From an optimization exercise on the open Yosys and OpenROAD flow, aimed at a short achievable clock period and few clock cycles per item; shortcuts taken in it are not production practice.
Where RTL was checked, it was by simulation tests only, not by an equivalence proof against the original.
No functional check of the RTL was part of runs 1 and 3 to 7.
Power is estimated from default activity; no workload was simulated.

<file path="flow/flow/run.sh">
#!/bin/bash
# Standard ORFS flow with fast port buffers: buffer_ports uses buf_4 instead of its default
# pick, and the resizer may change a cell's footprint.
set -euo pipefail
sed -e 's|"${@:-finish}"|MATCH_CELL_FOOTPRINT=0 "BUFFER_PORTS_ARGS=-buffer_cell sky130_fd_sc_hd__buf_4" "${@:-finish}"|' standard.sh > flow_standard.sh
bash flow_standard.sh finish > make.log 2>&1
</file>
<file path="flow/standard.sh">
#!/bin/bash
# synth_recipe.tcl (not shown) runs the flow's synth.tcl, then flattens the netlist and writes it again
# the make line also repeats each setting of config.mk as NAME=value (left out here)
make -C /OpenROAD-flow-scripts/flow DESIGN_CONFIG=/design/flow/config.mk WORK_HOME=/design/flow/orfs CLKGATE_MAP_FILE= SYNTH_SCRIPT=/design/flow/synth_recipe.tcl "${@:-finish}"
</file>
<file path="flow/config.mk">
export PLATFORM = sky130hd
export DESIGN_NAME = mem_arbiter_nport
export DESIGN_NICKNAME = mem_arbiter_nport
export VERILOG_FILES = /design/flow/design.v
export SDC_FILE = /design/flow/constraint.sdc
export NUM_CORES = 4
export LEC_CHECK = 0
export ABC_CLOCK_PERIOD_IN_PS = 1500
export CAP_MARGIN = 20
export CORE_AREA = 10 10 550 550
export DIE_AREA = 0 0 560 560
export SETUP_SLACK_MARGIN = 3.3
export SLEW_MARGIN = 20
</file>
<file path="flow/constraint.sdc">
create_clock -name core_clock -period 5.0 [get_ports {clk}]
set_input_delay 1.0000 -clock core_clock [delete_from_list [all_inputs] [get_ports {clk}]]
set_output_delay 1.0000 -clock core_clock [all_outputs]
set_load 0.01 [all_outputs]
</file>
<file path="flow/design.v">
module mem_arbiter_nport #(
    parameter int NUM_PORTS  = 4,
    parameter int BLOCK_SIZE = 32,
    parameter int ARB_MODE   = 1
) (
    input  logic                              clk,
    input  logic                              rst,
    input  logic [NUM_PORTS-1:0]              req_valid,
    input  logic [NUM_PORTS-1:0]              req_write,
    input  logic [NUM_PORTS-1:0]              req_single,
    input  logic [NUM_PORTS*32-1:0]           req_addr,
    input  logic [NUM_PORTS*BLOCK_SIZE*8-1:0] req_wdata,
    output logic [NUM_PORTS-1:0]              grant,
    output logic [NUM_PORTS-1:0]              resp_done,
    output logic [BLOCK_SIZE*8-1:0]           resp_rdata,
    output logic [31:0]                       addr,
    output logic                              write,
    output logic [31:0]                       wdata,
    output logic [1:0]                        transfer,
    input  logic [31:0]                       rdata,
    input  logic                              ready
);
    localparam int NP     = NUM_PORTS;
    localparam int WORDS  = BLOCK_SIZE / 4;
    localparam int LINE_W = BLOCK_SIZE * 8;
    localparam int NSEL   = NP * WORDS;
    function automatic logic [NP-1:0] rr_pick(input logic [NP-1:0] req, input logic [NP-1:0] after);
        logic [NP-1:0] pick;
        logic          found;
        pick = '0;
        for (int s = 0; s < NP; s++) begin
            if (after[s]) begin
                found = 1'b0;
                for (int i = 1; i <= NP; i++) begin
                    if (!found && req[(s + i) % NP]) begin
                        pick[(s + i) % NP] = 1'b1;
                        found = 1'b1;
                    end
                end
            end
        end
        rr_pick = pick;
    endfunction
    function automatic logic [NP-1:0] between(input logic [NP-1:0] a, input logic [NP-1:0] b);
        logic [NP-1:0] m;
        logic          inRange;
        m = '0;
        for (int s = 0; s < NP; s++) begin
            if (a[s]) begin
                inRange = 1'b1;
                for (int i = 1; i < NP; i++) begin
                    if (b[(s + i) % NP]) inRange = 1'b0;
                    if (inRange) m[(s + i) % NP] = 1'b1;
                end
            end
        end
        between = m;
    endfunction
    function automatic logic [NSEL-1:0] word_sel(input logic [NP-1:0] port, input int w);
        logic [NSEL-1:0] s;
        s = '0;
        for (int p = 0; p < NP; p++) s[p*WORDS + w] = port[p];
        word_sel = s;
    endfunction
    logic [NP-1:0] ptr;      
    logic [NP-1:0] nxt;      
    logic          nxtV;
    logic [NP-1:0] busy;     
    logic             idle;       
    logic             selNew;     
    logic             last;       
    logic [NP-1:0]    owner;      
    logic [WORDS-1:0] beatOH;     
    logic [WORDS-1:0] capture;    
    logic [NSEL-1:0]  contSel;    
    logic [NP-1:0] cand;
    logic          go, commit;
    assign go     = idle || ready;
    assign cand   = req_valid & ~busy;
    assign commit = nxtV && !(|(cand & between(ptr, nxt))) && go && selNew;
    logic [NSEL-1:0] wsel;
    logic [31:0]     nextWdata, newAddr;
    logic            newWrite, newSingle;
    always_comb begin
        wsel      = selNew ? word_sel(nxt, 0) : contSel;
        nextWdata = '0;
        newAddr   = '0;
        newWrite  = 1'b0;
        newSingle = 1'b0;
        for (int i = 0; i < NSEL; i++)
            nextWdata = nextWdata | (req_wdata[i*32 +: 32] & {32{wsel[i]}});
        for (int p = 0; p < NP; p++) begin
            newAddr   = newAddr | (req_addr[p*32 +: 32] & {32{nxt[p]}});
            newWrite  = newWrite | (req_write[p] & nxt[p]);
            newSingle = newSingle | (req_single[p] & nxt[p]);
        end
        newAddr = newSingle ? {newAddr[31:2], 2'b00} : {newAddr[31:5], 5'b0};
    end
    always_ff @(posedge clk or posedge rst) begin
        if (rst) begin
            ptr  <= NP'(1) << (NP - 1);
            nxt  <= '0;
            nxtV <= 1'b0;
            busy <= '0;
        end else begin
            busy <= (busy & ~resp_done) | (commit ? nxt : '0);
            if (commit) begin
                ptr  <= nxt;
                nxt  <= rr_pick(cand & ~nxt, nxt);
                nxtV <= |(cand & ~nxt);
            end else begin
                nxt  <= rr_pick(cand, ptr);
                nxtV <= |cand;
            end
        end
    end
    always_ff @(posedge clk or posedge rst) begin
        if (rst) begin
            transfer  <= 2'b00;
            idle      <= 1'b1;
            selNew    <= 1'b1;
            capture   <= '0;
            owner     <= '0;
            resp_done <= '0;
        end else begin
            resp_done <= (!idle && last && ready) ? owner : '0;
            if (go) begin
                if (selNew) begin
                    transfer <= commit ? 2'b10 : 2'b00;
                    idle     <= !commit;
                    selNew   <= !commit || newSingle;
                    capture  <= (commit && !newWrite) ? WORDS'(1) : '0;
                    owner    <= nxt;
                end else begin
                    transfer <= 2'b11;
                    selNew   <= beatOH[WORDS-2];
                    capture  <= capture << 1;
                end
            end
        end
    end
    always_ff @(posedge clk) begin
        if (go) begin
            wdata <= nextWdata;
            if (selNew) begin
                grant   <= nxt;
                write   <= newWrite;
                last    <= newSingle;
                beatOH  <= WORDS'(1);
                contSel <= word_sel(nxt, 1);
                addr    <= newAddr;
            end else begin
                last      <= beatOH[WORDS-2];
                beatOH    <= beatOH << 1;
                contSel   <= contSel << 1;
                addr[4:2] <= addr[4:2] + 3'd1;
            end
        end
    end
    always_ff @(posedge clk) begin
        for (int w = 0; w < WORDS; w++)
            if (capture[w]) resp_rdata[w*32 +: 32] <= rdata;
    end
endmodule
</file>
==> results of run 1 <==
-- layer usage --
| layer | GRT usage, % | vias to the layer above |
|---|---|---|
| li1 | - | 9941 |
| met1 | 21.3 | 12900 |
| met2 | 31.0 | 2206 |
| met3 | 10.5 | 677 |
| met4 | 6.97 | 186 |
| met5 | 0 | - |
-- kinds of logic after synthesis --
kind of cell               after synthesis  share of synthesized area [%]
DFF                                    395                           61.2
buffers and inverters                  153                           3.12
adders and majority gates                1                         0.0655
AOI/OAI and AO/OA                      642                           27.2
xor gates and xnor gates                 1                         0.0458
and+or+nand+nor                        281                           7.58
other                                    1                         0.0196
muxes                                   14                          0.792
-- cell type report --
| type | instances | area share, % |
|---|---|---|
| flip-flops and latches | 395 | 27.4 |
| clock inverters | 28 | 0.731 |
| repair buffers | 1764 | 36.4 |
| diodes | 120 | 0.702 |
| repair inverters | 1 | 0.0175 |
| inverters | 10 | 0.132 |
| clock buffers | 60 | 3.06 |
| multi-input cells | 944 | 20.1 |
| well taps | 3900 | 11.4 |
-- cell usage in the layout (no fill, tap or decap), types with 5 or more instances in the layout --
cell,n
a21oi_1,36
a21oi_2,6
a221oi_1,8
a221oi_2,136
a221oi_4,17
a222oi_1,39
a22o_1,156
a22o_4,11
a22oi_1,147
a22oi_2,8
and2_1,5
buf_12,40
buf_16,9
buf_4,1338
buf_6,353
buf_8,10
bufinv_16,5
clkbuf_1,9
clkbuf_16,65
clkinv_1,8
clkinvlp_4,9
dfrtp_1,18
dfrtp_2,8
diode_2,120
edfxtp_1,362
inv_1,5
mux2_4,6
mux2i_1,5
nand2_1,124
nand4_1,82
nor2_1,6
nor2b_1,34
nor2b_2,5
o211ai_1,7
o21ai_0,16
o21ai_1,8
o21ai_2,9
o21ai_4,10
-- worst max-delay path, delay by kind of cell (launching register included) --
kind / cells / cell delay (ns)
buffers and inverters: 5 / 0.77
DFF: 1 / 0.40
AOI/OAI and AO/OA: 3 / 0.76
and+or+nand+nor: 2 / 0.49
-- repair_timing --
| action | CTS | global route |
|---|---|---|
| cloned | 16 | 3 |
| setup buffers | 115 | 34 |
| setup endpoints to repair | 540 | 438 |
| resized for setup | 453 | 134 |
| pin swaps | 82 | 67 |
| hold buffers | 0 | 0 |
-- metrics by stage --
| stage | utilization, % | setup slack, ns |
|---|---|---|
| finish | 14.7 | 2.26 |
| floorplan | - | 1.52 |
| global route | 14.7 | 2.30 |
| CTS | 14.3 | 2.27 |
| global placement | 12.6 | 1.44 |
| detailed placement | 12.6 | 1.49 |
-- where the power goes --
group          total, mW  internal, mW  switching (mW)
logic               12.6          4.95            7.61
clock network       3.80          2.13            1.67
registers           5.57          4.73           0.840
total               21.9          11.8            10.1
-- state kept, by name, indices dropped and copies added, names as in the netlist --
name	flops
transfer	2
resp_done	4
beatOH	7
addr	30
selNew	1
nxtV	1
last	1
ptr	4
busy	4
owner	4
resp_rdata	256
capture	8
grant	4
contSel	31
write	1
nxt	4
idle	1
wdata	32
-- final timing paths --
| kind | start | slack (ns) | to | cells after the start |
|---|---|---|---|---|
| worst min register to register | owner[3] | 0.47 | owner[3] | 2 |
| worst max-delay path | contSel[22] | 2.26 | wdata[9] | 10 |
| worst max register to register | contSel[22] | 2.26 | wdata[9] | 10 |
| worst min-delay path | owner[3] | 0.47 | owner[3] | 2 |
| min in group asynchronous | rst | 0.52 | capture[1] | 2 |
| max in group asynchronous | rst | 3.86 | nxt[3] | 2 |
==> summary.txt, run 1 <==
outcome=timing/DRC/antenna clean; Syn Inst Count=1488; Layout Nets=4366; Storage cell area=11700 µm²; Netlist cell types=49; Post-synth top cells=edfxtp_1, a22o_1, a221oi_1; Synth top area share=56.9%; post-synthesis to final-layout area growth=124%; Synth Flop Type=edfxtp_1; highest metal used=met5; total gr overflow=0; Max VDD drop=0.288 mV; WP data arrival=3.17 ns; PwrDens=513 nW/µm²; clk sinks=395; Metal-1 WL=118000 µm; Initial Util=6.58%; via count of the first global-routing pass=25100; worst-skew pair later-pin latency=0.71 ns; H-tree levels=2; worst slew pin tran=1.05 ns; largest fanout on the critical path=6; synthesized area=19100 µm²; met3 wire len=42200 µm; max-cap violation count=0; die extent in x=560 µm; first-pass GRT wire length=375000 µm; Most common cell on crit path=nand4_1; final wirelength=322000 µm; Worst path slowest cell=edfxtp_1; count leader, synth=edfxtp_1; initial antenna violation count=361; largest area contributor in the netlist=edfxtp_1; DR WL met2=147000 µm; RSZ-0062 raised after global routing=true; CP endpoint kind=flop; HPWL Detailed=271000 µm; Initial DRC Count=2906; die area=314000 µm²; total core area=291000 µm²; Critical Path Start Type=flop; number of port buffers=1519; routability cong.=0.940; number of remaining DRC errors=0; Pleak=16.4 nW; Clock Skew=0.0607 ns; Worst Hold Class=flop to flop; Design Area, Final=42800 µm²; DRT Pass-1 Iters=10; sequential-to-total area share from yosys stat=61.2%; Max clock buf depth=3; Num CTS Buffers=50; WL/cell=44.6 µm; routed via count=25900; Clk pin slew, worst setup/hold paths=0.07 ns; Power Total=21.9 mW; Final Hold Violating Endpoints=0; Detail Route Antenna Nets=0; placed insts=6846; layout cell share with drive strength beyond 1=65.6%; Hold WS=0.474 ns; Req. time, crit path=5.43 ns; Slew Viols, Final=0; Layout fillers=32800; final setup violation count=0; Finished Layout Cells=7222; async set or reset register ratio after synthesis=8.35%; Via density=3.59; Die Y=560 µm; final cycle utilization of the critical path=54.8%; number of synthesized flops with an enable pin=362; DP Area=36600 µm²; post-synthesis register bit count=395; multi-input logic area=8620 µm²; I/O pins=1530; syn avg cell area=12.8 µm²; largest cells by area after synthesis=edfxtp_1, a22o_1, a221oi_1; largest net degree at the start of global routing=43; Min Clock Period, post-route=2.74 ns; Ys Warns=1; setup_tns=0 ns; global-route usage over all layers=19.2%; TritonCTS clock tree=built; Max transition margin=30.1%; floorplan row count=198; critical path type=flop to flop; Max Freq=365 MHz; CP max stage delay=0.40 ns; CTS root buf=clkbuf_16; worst path cell trace=buf_6 > buf_16 > buf_4 > buf_8 > buf_12 > a22o_1 > a221oi_2 > nand4_1 > o21ai_2 > nand4_1
==> run 2: changes to the inputs <==
--- a/flow/design.v
+++ b/flow/design.v
@@ -24,5 +24,4 @@
     localparam int WORDS  = BLOCK_SIZE / 4;
     localparam int LINE_W = BLOCK_SIZE * 8;
-    localparam int NSEL   = NP * WORDS;
     function automatic logic [NP-1:0] rr_pick(input logic [NP-1:0] req, input logic [NP-1:0] after);
         logic [NP-1:0] pick;
@@ -57,10 +56,4 @@
         between = m;
     endfunction
-    function automatic logic [NSEL-1:0] word_sel(input logic [NP-1:0] port, input int w);
-        logic [NSEL-1:0] s;
-        s = '0;
-        for (int p = 0; p < NP; p++) s[p*WORDS + w] = port[p];
-        word_sel = s;
-    endfunction
     logic [NP-1:0] ptr;      
     logic [NP-1:0] nxt;      
@@ -73,5 +66,5 @@
     logic [WORDS-1:0] beatOH;     
     logic [WORDS-1:0] capture;    
-    logic [NSEL-1:0]  contSel;    
+    logic [LINE_W-1:0] line;      
     logic [NP-1:0] cand;
     logic          go, commit;
@@ -79,16 +72,14 @@
     assign cand   = req_valid & ~busy;
     assign commit = nxtV && !(|(cand & between(ptr, nxt))) && go && selNew;
-    logic [NSEL-1:0] wsel;
-    logic [31:0]     nextWdata, newAddr;
-    logic            newWrite, newSingle;
+    logic [LINE_W-1:0] newLine;
+    logic [31:0]       newAddr;
+    logic              newWrite, newSingle;
     always_comb begin
-        wsel      = selNew ? word_sel(nxt, 0) : contSel;
-        nextWdata = '0;
+        newLine   = '0;
         newAddr   = '0;
         newWrite  = 1'b0;
         newSingle = 1'b0;
-        for (int i = 0; i < NSEL; i++)
-            nextWdata = nextWdata | (req_wdata[i*32 +: 32] & {32{wsel[i]}});
         for (int p = 0; p < NP; p++) begin
+            newLine   = newLine | (req_wdata[p*LINE_W +: LINE_W] & {LINE_W{nxt[p]}});
             newAddr   = newAddr | (req_addr[p*32 +: 32] & {32{nxt[p]}});
             newWrite  = newWrite | (req_write[p] & nxt[p]);
@@ -142,5 +133,4 @@
     always_ff @(posedge clk) begin
         if (go) begin
-            wdata <= nextWdata;
             if (selNew) begin
                 grant   <= nxt;
@@ -148,14 +138,15 @@
                 last    <= newSingle;
                 beatOH  <= WORDS'(1);
-                contSel <= word_sel(nxt, 1);
+                line    <= newLine;
                 addr    <= newAddr;
             end else begin
                 last      <= beatOH[WORDS-2];
                 beatOH    <= beatOH << 1;
-                contSel   <= contSel << 1;
+                line      <= {line[LINE_W-1 -: 32], line[LINE_W-1:32]};
                 addr[4:2] <= addr[4:2] + 3'd1;
             end
         end
     end
+    assign wdata = line[31:0];
     always_ff @(posedge clk) begin
         for (int w = 0; w < WORDS; w++)
==> flow/flow/run.sh (replaced) <==
#!/bin/bash
# Standard ORFS flow with fast port buffers (buffer_ports uses buf_4, and the resizer may
# change a cell's footprint) and I/O pins allowed one routing track apart.
set -euo pipefail
sed -e 's|"${@:-finish}"|MATCH_CELL_FOOTPRINT=0 "BUFFER_PORTS_ARGS=-buffer_cell sky130_fd_sc_hd__buf_4" "PLACE_PINS_ARGS=-min_distance 1 -min_distance_in_tracks" "${@:-finish}"|' standard.sh > flow_standard.sh
bash flow_standard.sh finish > make.log 2>&1
--- a/flow/config.mk
+++ b/flow/config.mk
@@ -8,6 +8,6 @@
 export ABC_CLOCK_PERIOD_IN_PS = 1500
 export CAP_MARGIN = 20
-export CORE_AREA = 10 10 550 550
-export DIE_AREA = 0 0 560 560
+export CORE_AREA = 5 5 315 315
+export DIE_AREA = 0 0 320 320
 export SETUP_SLACK_MARGIN = 3.3
 export SLEW_MARGIN = 20
==> summary.txt, run 2 <==
final wirelength=198000 µm (-39%); global-route usage over all layers=35.0% (+16 points); Pint=13.9 mW (+18%); die extent in x=320 µm (-43%); Final Hold Violating Endpoints=0 (unchanged); worst slew pin tran=0.734 ns (-0.315 ns); Crit path max-delay family=flip-flops; biggest regs=line (256), resp_rdata (256), addr (30); final setup violation count=0 (unchanged); clk sinks=588 (+49%); Critical Path Start Type=flop; Synth Flop Type=edfxtp_1; number of port buffers=1519 (unchanged); Worst Hold Class=flop to flop; Layout Nets=4843 (+11%); CTS root buf=clkbuf_16; Clock Skew=0.0438 ns (-0.0168 ns); number of synthesized flops with an enable pin=555 (+53%); Power Total=20.9 mW (-4.6%); layout cell share with drive strength beyond 1=60.2% (-5.5 points); largest cells by area after synthesis=edfxtp_1, a22oi_1, a31oi_1; Hold WS=0.468 ns (-0.00611 ns); Net Sw Frac=33.6% (-13 points); Detail Route Antenna Nets=0 (unchanged); Num CTS Buffers=70 (+40%); H-tree levels=3 (+1); async set or reset register ratio after synthesis=5.61% (-2.7 points); worst-skew pair later-pin latency=0.64 ns (-0.07 ns); DRT Pass-1 Iters=6 (-4); largest net degree at the start of global routing=77 (+79%); TritonCTS clock tree=built; Layout fillers=8460 (-74%); final cycle utilization of the critical path=45.6% (-9.2 points); PwrDens=435 nW/µm² (-15%); largest area contributor in the netlist=edfxtp_1; Max clock buf depth=3 (unchanged); die area=102000 µm² (-67%); CP bufs+invs=1 (-4); count leader, synth=a22oi_1; Storage cell area=17500 µm² (+49%); floorplan row count=113 (-43%); routability cong.=1.02 (+8.3%); WL/cell=38.8 µm (-13%); Ys Warns=1 (unchanged); Via density=5.73 (+60%); I/O pins=1530 (unchanged); CP max stage delay=0.47 ns (+0.07 ns); Pleak=18.6 nW (+13%); critical path type=flop to output port; Min Clock Period, post-route=2.28 ns (-0.461 ns); first-pass GRT wire length=247000 µm (-34%); Max Freq=438 MHz (+20%); CTS Hold Bufs=0 (unchanged); Slew Viols, Final=0 (unchanged); NetSw=7.04 mW (-30%); HPWL Detailed=127000 µm (-53%); Netlist cell types=39 (-20%); total core area=95200 µm² (-67%); post-synthesis register bit count=588 (+49%); max-cap violation count=0 (unchanged); Req. time, crit path=4.00 ns (-1.43 ns); syn avg cell area=12.9 µm² (+0.36%); Reg power frac=40.7% (+15 points); Worst path slowest cell=edfxtp_1; Max transition margin=51.0% (+21 points); synthesized area=26100 µm² (+36%); Clk pin slew, worst setup/hold paths=0.06 ns (about the same); RSZ-0062 raised after global routing=true; CP endpoint kind=output port; multi-input logic area=9360 µm² (+8.6%); sequential-to-total area share from yosys stat=67.1% (+5.9 points); Comb pwr share=34.7% (-23 points); routed via count=29200 (+13%); DP Area=38500 µm² (+5.1%); post-synthesis to final-layout area growth=84.7%; WP data arrival=1.28 ns (-1.89 ns); commonest cells after routing, fill and taps aside=buf_4, edfxtp_1, buf_6, a22oi_2, a22oi_1; Clock power frac=24.6% (+7.3 points); total gr overflow=0 (unchanged); Die Y=320 µm (-43%); initial antenna violation count=138 (-62%); via count of the first global-routing pass=28200 (+13%); Max VDD drop=0.252 mV (-12%); outcome=timing/DRC/antenna clean; Initial DRC Count=3105 (+6.8%); Design Area, Final=48100 µm² (+13%); Post-synth top cells=a22oi_1, edfxtp_1, nor2_1; commonest non-fill, non-tap cell in the layout=buf_4; Syn Inst Count=2022 (+36%); largest fanout on the critical path=1 (-5); Synth top area share=63.9% (+7.1 points); Initial Util=27.4% (+21 points); number of remaining DRC errors=0 (unchanged); worst path cell trace=buf_6
[run 2: cell count changes after synthesis, moves of 39 or more]
cell,previous run,this run
a22o_1,170,10
clkbuf_1,117,169
nor2_1,9,238
a222oi_1,39,0
nand2_1,125,79
a31oi_1,0,224
edfxtp_1,362,555
a22oi_1,155,568
nand4_1,82,0
a221oi_1,161,3
[run 2: through the flow]
stage / utilization [%] / setup WS (ns) / setup TNS [ns] / cells
2_1_floorplan: - / -1.83 / -146.80 / 2023
3_3_place_gp: 40.4 / 1.54 / 0 / 4617
3_5_place_dp: 40.4 / 1.52 / 0 / 4617
4_1_cts: 48.0 / 2.70 / 0 / 4902
5_1_grt: 50.5 / 2.71 / 0 / 5086
6_report: 50.6 / 2.72 / 0 / 5103
[run 2: power groups by stage]
stage	Sequential [mW]	Clock [mW]	Combinational [mW]
after floorplan	8.76	0	1.92
after global placement	8.51	0	5.34
after detailed placement	8.53	0	5.38
after CTS	8.48	5.23	6.83
after global routing	8.65	5.44	7.50
final	8.52	5.15	7.26
[run 2: layout make-up]
type	count	share of cell area (%)
Clock inverter	40	0.886
Sequential cell	588	36.4
Clock buffer	89	3.88
Multi-Input combinational cell	1205	19.4
Inverter	11	0.117
Timing Repair Buffer	1767	35.3
Tap cell	1265	3.29
Antenna cell	138	0.717
[run 2: what timing repair did]
item,CTS,global route
setup buffers,77,30
endpoints found under the setup margin,932,714
gates cloned,79,33
pin swaps,145,169
gates resized for setup,586,260
[run 2: final timing paths]
path	start	endpoint	slack (ns)	depth (start not counted)
min in group asynchronous	rst	capture[0]	0.49	2
hold reg to reg	owner[3]	resp_done[3]	0.47	1
hold / removal	owner[3]	resp_done[3]	0.47	1
setup reg to reg	nxt[1]	capture[0]	2.99	8
setup / recovery	resp_rdata[97]	resp_rdata[97]	2.72	1
max in group asynchronous	rst	nxt[3]	4.00	2
[run 2: routing by layer]
| layer | vias up | part of all wire (%) | track usage (%) |
|---|---|---|---|
| met4 | 14 | 12 | 33.8 |
| li1 | 11600 | - | - |
| met3 | 871 | 11 | 12.4 |
| met5 | - | 0.057 | 0 |
| met1 | 14100 | 33 | 38.1 |
| met2 | 2582 | 44 | 52.6 |
[run 2: kinds of logic (layout without fill, tap and decap cells)]
logic type,Yosys count,count (layout),synth area share (%)
compound gates,844,844,23.1
flops,588,588,67.1
xor+xnor,1,1,0.0336
other cells,1,140,0.0144
fa+ha+maj,1,1,0.0480
mux,13,13,0.538
buf+inv,230,1907,3.87
simple gates,344,344,5.28
Testbench counts of run 2, summed over its fixed seeds: cycles 12,747, items 2,048.
==> run 3: changes to the inputs <==
--- a/flow/design.v
+++ b/flow/design.v
@@ -106,4 +106,24 @@
         end
     end
+    logic [1:0]        transferN;
+    logic [NP-1:0]     grantN;
+    logic              writeN;
+    logic [31:0]       addrN;
+    logic [LINE_W-1:0] lineN;
+    always_comb begin
+        if (selNew) begin
+            transferN = commit ? 2'b10 : 2'b00;
+            grantN    = nxt;
+            writeN    = newWrite;
+            addrN     = newAddr;
+            lineN     = newLine;
+        end else begin
+            transferN = 2'b11;
+            grantN    = grant;
+            writeN    = write;
+            addrN     = {addr[31:5], addr[4:2] + 3'd1, addr[1:0]};
+            lineN     = {line[LINE_W-1 -: 32], line[LINE_W-1:32]};
+        end
+    end
     always_ff @(posedge clk or posedge rst) begin
         if (rst) begin
@@ -116,15 +136,14 @@
         end else begin
             resp_done <= (!idle && last && ready) ? owner : '0;
+            transfer  <= (transferN & {2{go}}) | (transfer & {2{!go}});
             if (go) begin
                 if (selNew) begin
-                    transfer <= commit ? 2'b10 : 2'b00;
-                    idle     <= !commit;
-                    selNew   <= !commit || newSingle;
-                    capture  <= (commit && !newWrite) ? WORDS'(1) : '0;
-                    owner    <= nxt;
+                    idle    <= !commit;
+                    selNew  <= !commit || newSingle;
+                    capture <= (commit && !newWrite) ? WORDS'(1) : '0;
+                    owner   <= nxt;
                 end else begin
-                    transfer <= 2'b11;
-                    selNew   <= beatOH[WORDS-2];
-                    capture  <= capture << 1;
+                    selNew  <= beatOH[WORDS-2];
+                    capture <= capture << 1;
                 end
             end
@@ -132,17 +151,16 @@
     end
     always_ff @(posedge clk) begin
+        grant       <= (grantN & {NP{go}}) | (grant & {NP{!go}});
+        write       <= (writeN & go) | (write & !go);
+        addr        <= (addrN & {32{go}}) | (addr & {32{!go}});
+        line[31:0]  <= (lineN[31:0] & {32{go}}) | (line[31:0] & {32{!go}});
         if (go) begin
+            line[LINE_W-1:32] <= lineN[LINE_W-1:32];
             if (selNew) begin
-                grant   <= nxt;
-                write   <= newWrite;
-                last    <= newSingle;
-                beatOH  <= WORDS'(1);
-                line    <= newLine;
-                addr    <= newAddr;
+                last   <= newSingle;
+                beatOH <= WORDS'(1);
             end else begin
-                last      <= beatOH[WORDS-2];
-                beatOH    <= beatOH << 1;
-                line      <= {line[LINE_W-1 -: 32], line[LINE_W-1:32]};
-                addr[4:2] <= addr[4:2] + 3'd1;
+                last   <= beatOH[WORDS-2];
+                beatOH <= beatOH << 1;
             end
         end
@@ -151,5 +169,5 @@
     always_ff @(posedge clk) begin
         for (int w = 0; w < WORDS; w++)
-            if (capture[w]) resp_rdata[w*32 +: 32] <= rdata;
+            resp_rdata[w*32 +: 32] <= (rdata & {32{capture[w]}}) | (resp_rdata[w*32 +: 32] & {32{!capture[w]}});
     end
 endmodule
==> flow/flow/run.sh (replaced) <==
#!/bin/bash
# Standard ORFS flow with fast port buffers (buffer_ports uses buf_4, and the resizer may
# change a cell's footprint), I/O pins allowed one routing track apart, and the clock pin
# alone in the middle of the left edge.
set -euo pipefail
die=$(grep -o 'DIE_AREA=0 0 [0-9.]* [0-9.]*' standard.sh | awk '{print $4}')
lo=$(awk -v h="$die" 'BEGIN{print int(h/2-10)}'); hi=$(awk -v h="$die" 'BEGIN{print int(h/2+10)}')
sed -e "s|\"\${@:-finish}\"|MATCH_CELL_FOOTPRINT=0 'BUFFER_PORTS_ARGS=-buffer_cell sky130_fd_sc_hd__buf_4' 'PLACE_PINS_ARGS=-min_distance 1 -min_distance_in_tracks -exclude left:$lo-$hi' PRE_IO_PLACEMENT_TCL=$PWD/flow/pins.tcl \"\${@:-finish}\"|" standard.sh > flow_standard.sh
bash flow_standard.sh finish > make.log 2>&1
==> flow/flow/pins.tcl (new file) <==
# Put the clock pin in the middle of the left edge, with no other pin within 10 um of it
# (io placement keeps the other pins out of the region PLACE_PINS_ARGS excludes).
set die [[ord::get_db_block] getDieArea]
set mid [expr {($die yMin + $die yMax) / 2.0 / [[ord::get_db_tech] getDbUnitsPerMicron]}]
place_pin -pin_name clk -layer met3 -location [list 0 $mid] -pin_size {0.8 0.3} -force_to_die_boundary
==> summary.txt, run 3 <==
outcome=stopped before the end; failing step=3_2_place_iop; Err=Error: io_placement.tcl, 21 invalid bareword "yMin"; Post-synth top cells=a22oi_1, edfxtp_1, nor2_1; Initial Util=27.5% (+0.089 points); largest cells by area after synthesis=edfxtp_1, a22oi_1, a31oi_1; floorplan row count=113 (unchanged); sequential-to-total area share from yosys stat=67.1% (about the same); Synth top area share=64.0% (about the same); synthesized area=26100 µm² (+0.33%); async set or reset register ratio after synthesis=5.59% (-0.019 points); Netlist cell types=41 (+5.1%); Ys Warns=1 (unchanged); die extent in x=320 µm (unchanged); count leader, synth=a22oi_1; largest area contributor in the netlist=edfxtp_1; syn avg cell area=12.8 µm² (-0.41%); Syn Inst Count=2037 (+0.74%); Die Y=320 µm (unchanged); number of synthesized flops with an enable pin=557 (+0.36%); post-synthesis register bit count=590 (+0.34%); Synth Flop Type=edfxtp_1
==> run 3: cell count changes after synthesis, moves of 3 or more <==
cell / previous run / this run
a21oi_1: 10 / 13
a22o_1: 10 / 5
a22oi_1: 568 / 574
buf_1: 11 / 19
clkbuf_1: 169 / 161
inv_1: 10 / 7
mux2_2: 8 / 5
nand2_1: 79 / 94
nor2_1: 238 / 234
nor3b_1: 0 / 5
==> run 3: kinds of logic after synthesis <==
kind of cell | synth area share, %
AOI/OAI and AO/OA | 22.9
DFF | 67.1
muxes | 0.407
adders and majority gates | 0.0478
xor gates and xnor gates | 0.0335
buffers and inverters | 3.80
and+or+nand+nor | 5.67
==> run 4: changes to the inputs <==
--- a/flow/config.mk
+++ b/flow/config.mk
@@ -9,4 +9,6 @@
 export CAP_MARGIN = 20
 export CORE_AREA = 5 5 315 315
+export CTS_CLUSTER_DIAMETER = 100
+export CTS_CLUSTER_SIZE = 30
 export DIE_AREA = 0 0 320 320
 export SETUP_SLACK_MARGIN = 3.3
==> summary.txt, run 4 <==
largest cells by area after synthesis=edfxtp_1, a22oi_1, a31oi_1; Netlist cell types=41 (unchanged); sequential-to-total area share from yosys stat=67.1% (unchanged); combinational family with the most area after synthesis=compound AO/OA/AOI/OAI gates; Synth top area share=64.0% (unchanged); Syn Inst Count=2037 (unchanged); Ys Warns=1 (unchanged); post-synthesis mux area share=0.407% (unchanged); count leader, synth=a22oi_1; die extent in x=320 µm (unchanged); synthesized area=26100 µm² (unchanged); failing step=3_2_place_iop; outcome=stopped before the end; Die Y=320 µm (unchanged); largest area contributor in the netlist=edfxtp_1; floorplan row count=113 (unchanged); number of synthesized flops with an enable pin=557 (unchanged); Post-synth top cells=a22oi_1, edfxtp_1, nor2_1; syn avg cell area=12.8 µm² (unchanged); async set or reset register ratio after synthesis=5.59% (unchanged); Initial Util=27.5% (unchanged); Synth Flop Type=edfxtp_1; Simple-Gate Fraction of Synth Area=5.67% (unchanged); post-synthesis register bit count=590 (unchanged); Err=Error: io_placement.tcl, 21 invalid bareword "yMin"; Synth Area in Compound Gates=22.9% (unchanged); xor/xnor cell area share of the yosys netlist=0.0335% (unchanged); Synth Area in Adders=0.0478% (unchanged)
==> run 4: cell families after synthesis <==
family	count (synthesis)
and+or+nand+nor	365
adders and majority gates	1
buffers and inverters	227
AOI/OAI and AO/OA	843
DFF	590
xor gates and xnor gates	1
muxes	10
==> run 5: changes to the inputs <==
==> flow/flow/pins.tcl (replaced) <==
# Put the clock pin in the middle of the left edge; PLACE_PINS_ARGS keeps the other pins
# out of the 20 um around it.
set die [[ord::get_db_block] getDieArea]
set mid [expr {([$die yMin] + [$die yMax]) / 2.0 / [[ord::get_db_tech] getDbUnitsPerMicron]}]
place_pin -pin_name clk -layer met3 -location [list 0 $mid] -pin_size {0.8 0.3} -force_to_die_boundary
--- a/flow/config.mk
+++ b/flow/config.mk
@@ -9,6 +9,4 @@
 export CAP_MARGIN = 20
 export CORE_AREA = 5 5 315 315
-export CTS_CLUSTER_DIAMETER = 100
-export CTS_CLUSTER_SIZE = 30
 export DIE_AREA = 0 0 320 320
 export SETUP_SLACK_MARGIN = 3.3
==> summary.txt, run 5 <==
worst-skew pair later-pin latency=0.67 ns; Reg2Reg Setup Slack=2.77 ns; clk sinks=590; initial antenna violation count=188; Ys Warns=1 (unchanged); largest net degree at the start of global routing=66; die area=102000 µm²; Min Clock Period, post-route=2.29 ns; floorplan row count=113 (unchanged); critical path endpoint=wdata[12]; critical path type=flop to output port; Max Freq=437 MHz; Syn Inst Count=2037 (unchanged); RSZ-0062 raised after global routing=true; synthesized area=26100 µm² (unchanged); Netlist cell types=41 (unchanged); TritonCTS clock tree=built; Pleak=18.4 nW; first-pass GRT wire length=239000 µm; syn avg cell area=12.8 µm² (unchanged); Finished Core Util=49.9%; number of synthesized flops with an enable pin=557 (unchanged); Post-synth top cells=a22oi_1, edfxtp_1, nor2_1; CP endpoint kind=output port; die extent in x=320 µm (unchanged); Max clock buf depth=3; WP data arrival=1.29 ns; placed insts=4633; Final Hold Violating Endpoints=0; PwrDens=441 nW/µm²; CTS root buf=clkbuf_16; worst path cell trace=buf_6; Worst Hold Class=flop to flop; final setup violation count=0; worst slew pin tran=0.890 ns; layout cell share with drive strength beyond 1=57.2%; critical path depth in cells=1; largest area contributor in the netlist=edfxtp_1; Layout Nets=4836; sequential-to-total area share from yosys stat=67.1% (unchanged); Power Total=20.9 mW; Slew Viols, Final=0; Initial DRC Count=3425; final wirelength=204000 µm; CTS Hold Bufs=0; Clk pin slew, worst setup/hold paths=0.06 ns; worst slack at placement=1.58 ns; post-synthesis register bit count=590 (unchanged); Detail Route Antenna Nets=0; post-synthesis to final-layout area growth=81.6%; largest cells by area after synthesis=edfxtp_1, a22oi_1, a31oi_1; total core area=95200 µm²; CP bufs+invs=1; final worst slack=2.71 ns; Crit path max-delay family=flip-flops; via count of the first global-routing pass=27500; Worst path slowest cell=edfxtp_1; largest fanout on the critical path=1; async set or reset register ratio after synthesis=5.59% (unchanged); Finished Layout Cells=5138; Die Y=320 µm (unchanged); Req. time, crit path=4.00 ns; Hold WS=0.467 ns; Synth top area share=64.0% (unchanged); outcome=timing/DRC/antenna clean; max-cap violation count=0; global-route usage over all layers=33.9%; reg2reg end=line[134]; total gr overflow=0; Critical Path Start Type=flop; Synth Flop Type=edfxtp_1; commonest non-fill, non-tap cell in the layout=buf_4; DRT Pass-1 Iters=9; Num CTS Buffers=72; commonest cells after routing, fill and taps aside=buf_4, edfxtp_1, a22oi_1, buf_6, nor2_1; final cycle utilization of the critical path=45.8%; routed via count=29800; count leader, synth=a22oi_1; number of remaining DRC errors=0; Design Area, Final=47500 µm²; Max VDD drop=0.365 mV; Via density=5.80; WL/cell=39.7 µm; Clock Skew=0.0281 ns; I/O pins=1529; setup_tns=0 ns; FF-to-FF path depth=5; routability cong.=0.996; CP max stage delay=0.46 ns; number of port buffers=1521; H-tree levels=3; reg2reg start=nxt[2]; DP Area=38600 µm²; Max transition margin=40.7%; HPWL Detailed=133000 µm; Initial Util=27.5% (unchanged)
[run 5: cell counts after synthesis]
Identical to the previous run, type by type.
[run 5: kinds of logic (layout without fill, tap and decap cells)]
kind of cell | Yosys count | count (layout) | share of synthesized area (%)
XOR/XNOR | 1 | 1 | 0.0335
multiplexers | 10 | 10 | 0.407
flip-flops | 590 | 590 | 67.1
buffers and inverters | 227 | 1883 | 3.80
other | 0 | 180 | 0
adder cells (fa/ha/maj) | 1 | 1 | 0.0478
AO/OA/AOI/OAI | 843 | 843 | 22.9
AND/OR/NAND/NOR | 365 | 365 | 5.67
[run 5: what timing repair did]
item | 4_1_cts | 5_1_grt
pin swaps | 15 | 77
endpoints found under the setup margin | 832 | 641
gates resized for setup | 390 | 335
setup buffers | 69 | 26
cloned | 29 | 70
[run 5: power breakdown]
group,switching (mW),internal [mW]
clock,2.31,3.00
combinational,4.08,3.17
sequential,0.633,7.73
total,7.03,13.9
[run 5: worst min-delay path by stage]
| stage | from | to | slack, ns | cells past startpoint |
|---|---|---|---|---|
| 3_5_place_dp | owner[3] | owner[3] | 0.46 | 2 |
| 3_3_place_gp | owner[0] | owner[0] | 0.46 | 2 |
| 5_1_grt | owner[2] | resp_done[2] | 0.51 | 1 |
| 4_1_cts | owner[3] | owner[3] | 0.47 | 2 |
| 6_report | owner[3] | owner[3] | 0.47 | 2 |
| 2_1_floorplan | nxt[0] | flop | 0.42 | 0 |
[run 5: layout make-up]
cell class                      instances  area, µm²
Fill cell                            8585      47700
Sequential cell                       590      17600
Timing Repair Buffer                 1738      16500
Multi-Input combinational cell       1220       8940
Clock buffer                           88       1900
Tap cell                             1265       1580
Antenna cell                          180        450
Clock inverter                         43        447
Inverter                                9       75.1
Timing Repair inverter                  5       57.6
[run 5: routing by layer]
metal,track usage [%],up-vias,share of wire [%]
met5,0.0463,-,0.088
met4,36.6,28,13
met3,12.0,980,11
met2,50.4,2688,44
met1,35.6,14500,33
li1,-,11700,-
==> run 6: changes to the inputs <==
--- a/flow/config.mk
+++ b/flow/config.mk
@@ -9,4 +9,6 @@
 export CAP_MARGIN = 20
 export CORE_AREA = 5 5 315 315
+export CTS_CLUSTER_DIAMETER = 100
+export CTS_CLUSTER_SIZE = 30
 export DIE_AREA = 0 0 320 320
 export SETUP_SLACK_MARGIN = 3.3
==> summary.txt, run 6 <==
Post-synth top cells=a22oi_1, edfxtp_1, nor2_1; layout cell share with drive strength beyond 1=64.4% (+7.2 points); HPWL Detailed=133000 µm (unchanged); routed via count=30700 (+3.0%); Reg power frac=39.9% (about the same); reg2reg start=nxt[3]; WL/cell=41.1 µm (+3.5%); Synth top area share=64.0% (unchanged); Clk pin slew, worst setup/hold paths=0.11 ns (+0.05 ns); floorplan row count=113 (unchanged); CTS Hold Bufs=0 (unchanged); DP Area=38600 µm² (unchanged); Min Clock Period, post-route=2.24 ns (-0.0498 ns); number of remaining DRC errors=0 (unchanged); Design Area, Final=49900 µm² (+5.1%); setup_tns=0 ns (unchanged); Num CTS Buffers=37 (-49%); Comb pwr share=43.1% (+8.4 points); Storage cell area=17600 µm² (about the same); Slew Viols, Final=0 (unchanged); NetSw=7.71 mW (+9.8%); CP endpoint kind=output port; total core area=95200 µm² (unchanged); die area=102000 µm² (unchanged); Max transition margin=46.2% (+5.6 points); Worst path slowest cell=edfxtp_1; Power Total=21.3 mW (+2.0%); Max VDD drop=0.233 mV (-36%); Die Y=320 µm (unchanged); global-route usage over all layers=36.9% (+3.0 points); Netlist cell types=41 (unchanged); Max clock buf depth=3 (unchanged); Final Hold Violating Endpoints=0 (unchanged); final cycle utilization of the critical path=44.8% (-1.0 points); met3 wire len=23800 µm (+6.9%); largest cells by area after synthesis=edfxtp_1, a22oi_1, a31oi_1; Pint=13.6 mW (-1.9%); async set or reset register ratio after synthesis=5.59% (unchanged); Via density=5.92 (+2.1%); count leader, synth=a22oi_1; die extent in x=320 µm (unchanged); Max Freq=447 MHz (+2.2%); Initial DRC Count=3640 (+6.3%); TritonCTS clock tree=built; number of port buffers=1521 (unchanged); routability cong.=0.996 (unchanged); DR WL met2=90600 µm (+1.6%); via count of the first global-routing pass=28500 (+3.4%); final wirelength=213000 µm (+4.4%); Req. time, crit path=4.00 ns (about the same); worst slew pin tran=0.805 ns (-0.0850 ns); CP bufs+invs=1 (unchanged); PwrDens=428 nW/µm² (-2.9%); Clock Skew=0.0454 ns (+0.0173 ns); outcome=timing/DRC/antenna clean; synthesized area=26100 µm² (unchanged); final setup violation count=0 (unchanged); initial antenna violation count=199 (+5.9%); commonest non-fill, non-tap cell in the layout=buf_4; multi-input logic area=10500 µm² (+18%); Net Sw Frac=36.1% (+2.6 points); Crit path max-delay family=flip-flops; CP max stage delay=0.47 ns (about the same); Synth Flop Type=edfxtp_1; Clock power frac=17.1% (-8.3 points); Syn Inst Count=2037 (unchanged); WP data arrival=1.24 ns (-0.05 ns); Metal-1 WL=69800 µm (+5.0%); critical path type=flop to output port; Finished Core Util=52.4% (+2.5 points); max-cap violation count=0 (unchanged); CTS root buf=clkbuf_16; Initial Util=27.5% (unchanged); highest metal used=met5; number of synthesized flops with an enable pin=557 (unchanged); I/O pins=1529 (unchanged); largest net degree at the start of global routing=66 (unchanged); Layout fillers=8325 (-3.0%); worst-skew pair later-pin latency=0.60 ns (-0.07 ns); Finished Layout Cells=5182 (+0.86%); HP Start=owner[2]; total gr overflow=0 (unchanged); post-synthesis to final-layout area growth=90.8%; H-tree levels=2 (-1); placed insts=4633 (unchanged); post-synthesis register bit count=590 (unchanged); syn avg cell area=12.8 µm² (unchanged); worst path cell trace=buf_6; Ys Warns=1 (unchanged); Pleak=18.9 nW (+2.8%); DRT Pass-1 Iters=5 (-4); sequential-to-total area share from yosys stat=67.1% (unchanged); commonest cells after routing, fill and taps aside=buf_4, edfxtp_1, buf_6, a22oi_2, a22oi_1; Critical Path Start Type=flop; first-pass GRT wire length=258000 µm (+8.0%); largest area contributor in the netlist=edfxtp_1; Worst Hold Class=flop to flop; largest fanout on the critical path=1 (unchanged); Layout Nets=4894 (+1.2%); Detail Route Antenna Nets=0 (unchanged); clk sinks=590 (unchanged); RSZ-0062 raised after global routing=true
[run 6: power groups by stage]
stage,Sequential [mW],Clock [mW],Combinational (mW)
final,8.51,3.64,9.19
after global routing,8.64,3.87,9.34
after CTS,8.34,3.69,7.85
after detailed placement,8.44,0,5.26
after global placement,8.41,0,5.22
after floorplan,8.58,0,2.06
[run 6: layer usage]
metal | up-vias | track usage [%]
li1 | 11800 | -
met1 | 14900 | 39.9
met2 | 2920 | 53.9
met3 | 1026 | 12.1
met4 | 12 | 40.5
met5 | - | 0.648
[run 6: stage by stage]
stage | setup WS [ns] | hold WS, ns
2_1_floorplan | 2.19 | 0.420
3_3_place_gp | 1.60 | 0.457
3_5_place_dp | 1.58 | 0.461
4_1_cts | 2.75 | 0.491
5_1_grt | 2.74 | 0.522
6_report | 2.76 | 0.487
[run 6: cells by family after synthesis]
logic type,after synthesis,synth area share (%)
xor gates and xnor gates,1,0.0335
muxes,10,0.407
DFF,590,67.1
buffers and inverters,227,3.80
and+or+nand+nor,365,5.67
adders and majority gates,1,0.0478
AOI/OAI and AO/OA,843,22.9
[run 6: final timing paths]
| kind | endpoint | slack (ns) | cells after the start |
|---|---|---|---|
| setup / recovery | wdata[12] | 2.76 | 1 |
| hold / removal | owner[2] | 0.49 | 2 |
| setup reg to reg | ptr[1] | 3.06 | 8 |
| hold reg to reg | owner[2] | 0.49 | 2 |
| min in group asynchronous | resp_done[0] | 0.54 | 2 |
| max in group asynchronous | nxt[2] | 3.94 | 2 |
[run 6: final cells by class]
type                            count  share of cell area (%)
Sequential cell                   590                    35.2
Tap cell                         1265                    3.17
Multi-Input combinational cell   1220                    21.1
Timing Repair Buffer             1831                    36.7
Timing Repair inverter              5                   0.115
Antenna cell                      200                    1.00
Clock inverter                     21                   0.627
Inverter                            9                   0.143
Clock buffer                       41                    1.97
[run 6: what timing repair did]
action	in CTS	in global routing
gates resized for setup	657	506
gates cloned	112	51
buffers inserted	79	45
endpoints found under the setup margin	832	724
pin swaps	73	250
==> run 7: changes to the inputs <==
--- a/flow/design.v
+++ b/flow/design.v
@@ -59,4 +59,7 @@
     logic [NP-1:0] nxt;      
     logic          nxtV;
+    logic [NP-1:0] nxtLo;    
+    logic [NP-1:0] nxtHi;    
+    logic [NP-1:0] btw;      
     logic [NP-1:0] busy;     
     logic             idle;       
@@ -71,5 +74,5 @@
     assign go     = idle || ready;
     assign cand   = req_valid & ~busy;
-    assign commit = nxtV && !(|(cand & between(ptr, nxt))) && go && selNew;
+    assign commit = nxtV && !(|(cand & btw)) && go && selNew;
     logic [LINE_W-1:0] newLine;
     logic [31:0]       newAddr;
@@ -81,10 +84,22 @@
         newSingle = 1'b0;
         for (int p = 0; p < NP; p++) begin
-            newLine   = newLine | (req_wdata[p*LINE_W +: LINE_W] & {LINE_W{nxt[p]}});
-            newAddr   = newAddr | (req_addr[p*32 +: 32] & {32{nxt[p]}});
-            newWrite  = newWrite | (req_write[p] & nxt[p]);
-            newSingle = newSingle | (req_single[p] & nxt[p]);
+            newLine[LINE_W/2-1:0] = newLine[LINE_W/2-1:0] | (req_wdata[p*LINE_W +: LINE_W/2] & {(LINE_W/2){nxtLo[p]}});
+            newLine[LINE_W-1:LINE_W/2] = newLine[LINE_W-1:LINE_W/2] | (req_wdata[p*LINE_W + LINE_W/2 +: LINE_W/2] & {(LINE_W/2){nxtHi[p]}});
+            newAddr   = newAddr | (req_addr[p*32 +: 32] & {32{nxtLo[p]}});
+            newWrite  = newWrite | (req_write[p] & nxtLo[p]);
+            newSingle = newSingle | (req_single[p] & nxtLo[p]);
         end
         newAddr = newSingle ? {newAddr[31:2], 2'b00} : {newAddr[31:5], 5'b0};
+    end
+    logic [NP-1:0] nxtN;
+    logic          nxtVN;
+    always_comb begin
+        if (commit) begin
+            nxtN  = rr_pick(cand & ~nxt, nxt);
+            nxtVN = |(cand & ~nxt);
+        end else begin
+            nxtN  = rr_pick(cand, ptr);
+            nxtVN = |cand;
+        end
     end
     always_ff @(posedge clk or posedge rst) begin
@@ -94,15 +109,21 @@
             nxtV <= 1'b0;
             busy <= '0;
+            btw  <= between(NP'(1) << (NP - 1), '0);
         end else begin
             busy <= (busy & ~resp_done) | (commit ? nxt : '0);
+            nxt  <= nxtN;
+            nxtV <= nxtVN;
             if (commit) begin
-                ptr  <= nxt;
-                nxt  <= rr_pick(cand & ~nxt, nxt);
-                nxtV <= |(cand & ~nxt);
+                ptr <= nxt;
+                btw <= between(nxt, nxtN);
             end else begin
-                nxt  <= rr_pick(cand, ptr);
-                nxtV <= |cand;
+                btw <= between(ptr, nxtN);
             end
         end
+    end
+    always_ff @(posedge clk) nxtLo <= nxtN;
+    always_ff @(posedge clk or posedge rst) begin
+        if (rst) nxtHi <= '1;
+        else     nxtHi <= nxtN;
     end
     logic [1:0]        transferN;
@@ -114,5 +135,5 @@
         if (selNew) begin
             transferN = commit ? 2'b10 : 2'b00;
-            grantN    = nxt;
+            grantN    = nxtLo;
             writeN    = newWrite;
             addrN     = newAddr;
--- a/flow/config.mk
+++ b/flow/config.mk
@@ -9,6 +9,4 @@
 export CAP_MARGIN = 20
 export CORE_AREA = 5 5 315 315
-export CTS_CLUSTER_DIAMETER = 100
-export CTS_CLUSTER_SIZE = 30
 export DIE_AREA = 0 0 320 320
 export SETUP_SLACK_MARGIN = 3.3
==> summary.txt, run 7 <==
outcome=timing/DRC/antenna clean; Req. time, crit path=4.00 ns (about the same); worst-skew pair later-pin latency=0.64 ns (+0.04 ns); worst path cell trace=buf_6; die extent in x=320 µm (unchanged); worst slew pin tran=0.945 ns (+0.140 ns); async set or reset register ratio after synthesis=6.81% (+1.2 points); syn avg cell area=12.9 µm² (+0.51%); routed via count=27700 (-9.8%); HPWL Detailed=120000 µm (-9.5%); Max Freq=451 MHz (+0.88%); Power Total=17.3 mW (-19%); Hold WS=0.467 ns (-0.0201 ns); clk sinks=602 (+2.0%); Worst Hold Class=flop to flop; count leader, synth=a22oi_1; Layout Nets=4771 (-2.5%); post-synthesis register bit count=602 (+2.0%); Slew Viols, Final=0 (unchanged); final worst slack=2.78 ns (+0.0195 ns); global-route usage over all layers=30.9% (-5.9 points); die area=102000 µm² (unchanged); PwrDens=385 nW/µm² (-10%); Num CTS Buffers=72 (+95%); Min Clock Period, post-route=2.22 ns (-0.0195 ns); Max clock buf depth=3 (unchanged); Ys Warns=1 (unchanged); Initial Util=27.9% (+0.41 points); TritonCTS clock tree=built; number of port buffers=1521 (unchanged); Final Hold Violating Endpoints=0 (unchanged); largest net degree at the start of global routing=74 (+12%); WL/cell=34.3 µm (-16%); setup_tns=0 ns (unchanged); Die Y=320 µm (unchanged); commonest non-fill, non-tap cell in the layout=buf_4; post-synthesis to final-layout area growth=68.9%; Max VDD drop=0.238 mV (+2.4%); routability cong.=1.04 (+4.5%); sequential-to-total area share from yosys stat=67.2% (+0.10 points); first-pass GRT wire length=224000 µm (-13%); layout cell share with drive strength beyond 1=50.4% (-14 points); CTS root buf=clkbuf_16; CP endpoint kind=output port; CP max stage delay=0.44 ns (-0.03 ns); RSZ-0062 raised after global routing=true; largest cells by area after synthesis=edfxtp_1, a22oi_1, a31oi_1; critical path type=flop to output port; Worst path slowest cell=edfxtp_1; number of synthesized flops with an enable pin=557 (unchanged); via count of the first global-routing pass=27400 (-3.8%); Netlist cell types=51 (+24%); Synth top area share=63.0% (-0.94 points); largest fanout on the critical path=1 (unchanged); Detail Route Antenna Nets=0 (unchanged); worst slack at placement=1.78 ns (+0.201 ns); floorplan row count=113 (unchanged); Critical Path Start Type=flop; Initial DRC Count=2669 (-27%); final setup violation count=0 (unchanged); initial antenna violation count=129 (-35%); max-cap violation count=0 (unchanged); Pleak=18.3 nW (-3.3%); DRT Pass-1 Iters=8 (+3); Via density=5.52 (-6.8%); Post-synth top cells=a22oi_1, edfxtp_1, nor2_1; Finished Core Util=47.1% (-5.3 points); WP data arrival=1.22 ns (-0.02 ns); commonest cells after routing, fill and taps aside=buf_4, a22oi_1, edfxtp_1, buf_6, nor2_1; total gr overflow=0 (unchanged); Syn Inst Count=2057 (+0.98%); final wirelength=172000 µm (-19%); number of remaining DRC errors=0 (unchanged); Max transition margin=36.9% (-9.4 points); CP bufs+invs=1 (unchanged); total core area=95200 µm² (unchanged); Clk pin slew, worst setup/hold paths=0.06 ns (-0.05 ns); H-tree levels=3 (+1); synthesized area=26500 µm² (+1.5%); I/O pins=1529 (unchanged); largest area contributor in the netlist=edfxtp_1; Layout fillers=8907 (+7.0%); Synth Flop Type=edfxtp_1; Crit path max-delay family=flip-flops; final cycle utilization of the critical path=44.4% (-0.39 points); Clock Skew=0.0569 ns (+0.0115 ns)
## run 7: changes by cell type after synthesis, moves of 5 or more
cell	change
clkbuf_1	-33
buf_2	+32
dfstp_2	+7
inv_1	+7
a22oi_1	-6
nand2_1	-6
nand2b_1	+6
nor2b_1	-6
o22ai_1	+6
mux2i_1	-5
nor2_1	-5
nor3_1	+5
nor3b_1	-5
## run 7: worst register-to-register path, stage by stage, from the launching register on
cell and delay, ns:
dfstp_4 0.65, o21ai_4 0.07, buf_12 0.13, a21o_4 0.20, nor2_4 0.10, buf_12 0.13
buf_6 0.10, a211oi_4 0.03, o22ai_2 0.17, a31oi_1 0.10
## run 7: area by class of cell
type                    count  area [µm²]  share of cell area (%)
repair buffers           1655       14700                    32.7
clock inverters            45         470                    1.05
flip-flops and latches    602       17900                    39.9
multi-input cells        1224        7970                    17.8
well taps                1265        1580                    3.53
repair inverters            2        15.0                  0.0335
clock buffers              89        1870                    4.16
inverters                  14        67.6                   0.151
diodes                    123         308                   0.687
## run 7: metal layers
metal  global-route usage (%)  wire length, µm  vias up
met1                     34.7            61000    13400
met5                        0               62        -
met3                     9.48            15400      742
met2                     46.1            76900     2100
li1                         -                -    11500
met4                     30.5            19100       10
## run 7: final timing paths
| check | to | depth (start not counted) | slack [ns] | startpoint |
|---|---|---|---|---|
| worst max register to register | btw[3] | 9 | 3.18 | selNew |
| worst max-delay path | resp_rdata[171] | 1 | 2.78 | flop |
| min in group asynchronous | busy[0] | 2 | 0.58 | rst |
| worst min register to register | owner[3] | 2 | 0.47 | owner[3] |
| worst min-delay path | owner[3] | 2 | 0.47 | owner[3] |
| max in group asynchronous | capture[4] | 2 | 3.84 | rst |
## run 7: through the flow
stage | std cells | area, µm²
after floorplan | 2057 | 26700
after global placement | 4656 | 39000
after detailed placement | 4656 | 39000
after CTS | 4873 | 43800
after global routing | 5013 | 44800
final | 5019 | 44800
## run 7: power by group
group	leakage [nW]	switching, mW	internal [mW]
Combinational	10.9	2.57	2.17
Sequential	6.28	0.428	6.85
Clock	1.13	2.27	2.97
Total	18.3	5.27	12.0
## run 7: repair_timing
item / in CTS / in global routing
setup endpoints to repair: 952 / 458
hold endpoints to repair: 0 / 0
setup buffers: 66 / 13
pin swaps: 8 / 7
resized for setup: 325 / 102
gates cloned: 17 / 10
hold buffers: 0 / 0
## run 7: logic make-up after synthesis
family	after synthesis	share of synthesized area (%)
AO/OA/AOI/OAI	859	23.1
XOR/XNOR	1	0.0330
adder cells (fa/ha/maj)	1	0.0471
buffers and inverters	231	3.95
flip-flops	602	67.2
multiplexers	1	0.0424
AND/OR/NAND/NOR	362	5.63
==> run 8: changes to the inputs <==
--- a/flow/design.v
+++ b/flow/design.v
@@ -69,5 +69,5 @@
     logic [WORDS-1:0] beatOH;     
     logic [WORDS-1:0] capture;    
-    logic [LINE_W-1:0] line;      
+    logic [LINE_W-1:32] lineHi;   
     logic [NP-1:0] cand;
     logic          go, commit;
@@ -144,5 +144,5 @@
             writeN    = write;
             addrN     = {addr[31:5], addr[4:2] + 3'd1, addr[1:0]};
-            lineN     = {line[LINE_W-1 -: 32], line[LINE_W-1:32]};
+            lineN     = {lineHi[LINE_W-1 -: 32], lineHi};
         end
     end
@@ -155,8 +155,16 @@
             owner     <= '0;
             resp_done <= '0;
+            grant     <= '0;
+            write     <= 1'b0;
+            addr      <= '0;
+            wdata     <= '0;
         end else begin
             resp_done <= (!idle && last && ready) ? owner : '0;
-            transfer  <= (transferN & {2{go}}) | (transfer & {2{!go}});
             if (go) begin
+                transfer <= transferN;
+                grant    <= grantN;
+                write    <= writeN;
+                addr     <= addrN;
+                wdata    <= lineN[31:0];
                 if (selNew) begin
                     idle    <= !commit;
@@ -172,10 +180,6 @@
     end
     always_ff @(posedge clk) begin
-        grant       <= (grantN & {NP{go}}) | (grant & {NP{!go}});
-        write       <= (writeN & go) | (write & !go);
-        addr        <= (addrN & {32{go}}) | (addr & {32{!go}});
-        line[31:0]  <= (lineN[31:0] & {32{go}}) | (line[31:0] & {32{!go}});
         if (go) begin
-            line[LINE_W-1:32] <= lineN[LINE_W-1:32];
+            lineHi <= lineN[LINE_W-1:32];
             if (selNew) begin
                 last   <= newSingle;
@@ -187,8 +191,11 @@
         end
     end
-    assign wdata = line[31:0];
-    always_ff @(posedge clk) begin
-        for (int w = 0; w < WORDS; w++)
-            resp_rdata[w*32 +: 32] <= (rdata & {32{capture[w]}}) | (resp_rdata[w*32 +: 32] & {32{!capture[w]}});
+    always_ff @(posedge clk or posedge rst) begin
+        if (rst) begin
+            resp_rdata <= '0;
+        end else begin
+            for (int w = 0; w < WORDS; w++)
+                if (capture[w]) resp_rdata[w*32 +: 32] <= rdata;
+        end
     end
 endmodule
==> summary.txt, run 8 <==
worst slew pin tran=0.721 ns (-0.224 ns); Min Clock Period, post-route=2.19 ns (-0.0259 ns); number of synthesized flops with an enable pin=232 (-58%); synthesized area=28300 µm² (+6.5%); Max Freq=456 MHz (+1.2%); Syn Inst Count=2413 (+17%); post-synthesis to final-layout area growth=74.7%; HPWL Detailed=136000 µm (+13%); routed via count=31300 (+13%); PwrDens=310 nW/µm² (-20%); largest area contributor in the netlist=dfrtp_1; critical path type=flop to output port; sequential-to-total area share from yosys stat=57.2% (-10 points); Post-synth top cells=a22oi_1, dfrtp_1, mux2_2; Synth top area share=31.3% (-32 points); Max transition margin=51.9% (+15 points); die area=102000 µm² (unchanged); Num CTS Buffers=71 (-1.4%); initial antenna violation count=116 (-10%); CP endpoint kind=output port; NetSw=4.27 mW (-19%); largest cells by area after synthesis=dfrtp_1, edfxtp_1, a22oi_1; Max clock buf depth=3 (unchanged); Finished Layout Cells=5502 (+9.6%); WP data arrival=1.19 ns (-0.03 ns); DRT Pass-1 Iters=5 (-3); Ys Warns=1 (unchanged); CP max stage delay=0.41 ns (-0.03 ns); biggest regs=resp_rdata (256), lineHi (224), wdata (32); total core area=95200 µm² (unchanged); Clock Skew=0.0418 ns (-0.0151 ns); CP bufs+invs=1 (unchanged); number of remaining DRC errors=0 (unchanged); clk sinks=600 (-0.33%); Pint=11.0 mW (-8.1%); Net Sw Frac=27.9% (-2.6 points); CTS Hold Bufs=0 (unchanged); Final Hold Violating Endpoints=0 (unchanged); Pleak=21.7 nW (+19%); Initial DRC Count=2692 (+0.86%); total gr overflow=0 (unchanged); outcome=timing/DRC/antenna clean; final wirelength=197000 µm (+14%); Layout Nets=5276 (+11%); Critical Path Start Type=flop; post-synthesis register bit count=600 (-0.33%); Slew Viols, Final=0 (unchanged); WL/cell=35.8 µm (+4.4%); first-pass GRT wire length=251000 µm (+12%); CTS root buf=clkbuf_16; routability cong.=1.03 (-0.62%); final setup violation count=0 (unchanged); placed insts=5004 (+7.5%); final cycle utilization of the critical path=43.9% (-0.52 points); Netlist cell types=55 (+7.8%); Clock power frac=34.8% (+4.5 points); largest fanout on the critical path=2 (+1); die extent in x=320 µm (unchanged); Max VDD drop=0.232 mV (-2.7%); Worst path slowest cell=dfrtp_1; via count of the first global-routing pass=30600 (+12%); layout cell share with drive strength beyond 1=57.3% (+6.9 points); Hold WS=0.374 ns (-0.0932 ns); number of port buffers=1519 (-0.13%); Comb pwr share=24.8% (-2.7 points); Detail Route Antenna Nets=0 (unchanged); count leader, synth=a22oi_1; I/O pins=1529 (unchanged); Reg power frac=40.4% (-1.8 points); max reg flops=256; commonest non-fill, non-tap cell in the layout=buf_4; Top reg by flops=resp_rdata; Worst Hold Class=input pin to asynchronous set/reset pin; async set or reset register ratio after synthesis=60.7% (+54 points); global-route usage over all layers=34.7% (+3.7 points); max-cap violation count=0 (unchanged); Die Y=320 µm (unchanged); Crit path max-delay family=flip-flops; Clk pin slew, worst setup/hold paths=0.06 ns (about the same); H-tree levels=3 (unchanged); TritonCTS clock tree=built; floorplan row count=113 (unchanged); syn avg cell area=11.7 µm² (-9.2%); Initial Util=29.7% (+1.8 points); largest net degree at the start of global routing=121 (+64%); worst-skew pair later-pin latency=0.64 ns (about the same); RSZ-0062 raised after global routing=true; Req. time, crit path=4.00 ns (about the same); Via density=5.69 (+3.1%); Synth Flop Type=dfrtp_1; commonest cells after routing, fill and taps aside=buf_4, a22oi_1, buf_6, dfrtp_1, mux2_2; worst path cell trace=buf_6
==> run 8: final timing paths <==
path                       depth (start not counted)              end     start  slack (ns)
max                                                1         grant[3]  grant[3]        2.81
min                                                2         addr[24]       rst        0.37
max reg2reg                                        8           btw[2]      idle        3.02
min reg2reg                                        1     resp_done[2]  owner[2]        0.47
max in group asynchronous                          3  resp_rdata[244]       rst        3.60
min in group core_clock                            1     resp_done[2]  owner[2]        0.47
==> run 8: power groups by stage <==
stage | registers, mW | logic [mW] | clock network, mW
floorplan | 6.28 | 0.728 | 0
global placement | 6.18 | 2.71 | 0
detailed placement | 6.20 | 2.74 | 0
CTS | 6.16 | 3.32 | 5.40
global route | 6.24 | 3.92 | 5.60
finish | 6.17 | 3.80 | 5.32
==> run 8: cell families after synthesis <==
kind of cell	count (synthesis)	share of synthesized area [%]
simple gates	346	4.98
buf+inv	247	3.47
flops	600	57.2
fa+ha+maj	1	0.0443
mux	272	10.9
compound gates	946	23.4
other cells	1	0.0133
==> run 8: what timing repair did <==
item | 4_1_cts | 5_1_grt
gates cloned | 29 | 47
buffers inserted | 137 | 51
endpoints found under the setup margin | 818 | 727
pin swaps | 16 | 33
gates resized for setup | 458 | 195
==> run 8: metrics by stage <==
| step | power [mW] | area, µm² | setup TNS (ns) | setup WS, ns | util [%] |
|---|---|---|---|---|---|
| global route | 15.8 | 49300 | 0 | 2.76 | 51.9 |
| global placement | 8.89 | 40800 | 0 | 1.01 | 42.9 |
| finish | 15.3 | 49400 | 0 | 2.81 | 51.9 |
| CTS | 14.9 | 46900 | 0 | 2.77 | 49.3 |
| detailed placement | 8.94 | 40800 | 0 | 0.957 | 42.9 |
| floorplan | 7.01 | 28400 | -309.42 | -0.874 | - |
==> run 8: cell type report <==
class                           count  area, µm²
Tap cell                         1265       1580
Timing Repair inverter              4       51.3
Antenna cell                      107        268
Timing Repair Buffer             1811      16600
Clock inverter                     25        335
Clock buffer                      102       2040
Fill cell                        8613      45800
Inverter                           15       97.6
Multi-Input combinational cell   1573      12200
Sequential cell                   600      16200
==> run 8: metal layers <==
metal,GRT usage [%],up-vias,part of all wire (%)
met5,0,-,0.047
met4,28.2,16,9.7
met3,12.4,742,9.8
met2,55.7,2251,47
met1,36.8,15400,34
li1,-,12900,-
Testbench counts of run 8, summed over its fixed seeds: cycles 12,747, items 2,048.

-- port drivers added, routing unchanged --
Ports are ideal in the flow. The routed layouts listed here were re-timed in OpenROAD. Step 1 sets driving cells, clkbuf_16 on the clock port and buf_2 on the other inputs (assumed; they add their load-dependent delay and slew). Step 2, shift: input delay + t, output delay - t, t = (earliest + latest rising clock arrival at the registers) / 2. This alone moves slack from input paths to output paths. Slacks: ideal ports / drivers / drivers and shift; pairs: ideal ports / drivers.
run | t, ns | setup slack, ns | worst setup path at the end | cell pins on the clock port's net
run 1 | 0.773 | 2.258 / 2.258 / 1.764 | input to register | 1
run 2 | 0.682 | 2.719 / 2.654 / 2.362 | input to register | 1
run 5 | 0.702 | 2.711 / 2.662 / 2.401 | input to register | 1
run 6 | 0.635 | 2.761 / 2.711 / 2.476 | input to register | 1
run 7 | 0.657 | 2.781 / 2.732 / 2.537 | input to register | 1
run 8 | 0.668 | 2.807 / 2.754 / 2.312 | input to register | 1
After both steps every run listed still meets setup and hold. The setup slack of run 8, which loses most, moves by -0.053 ns with the drivers and by -0.495 ns with both steps.
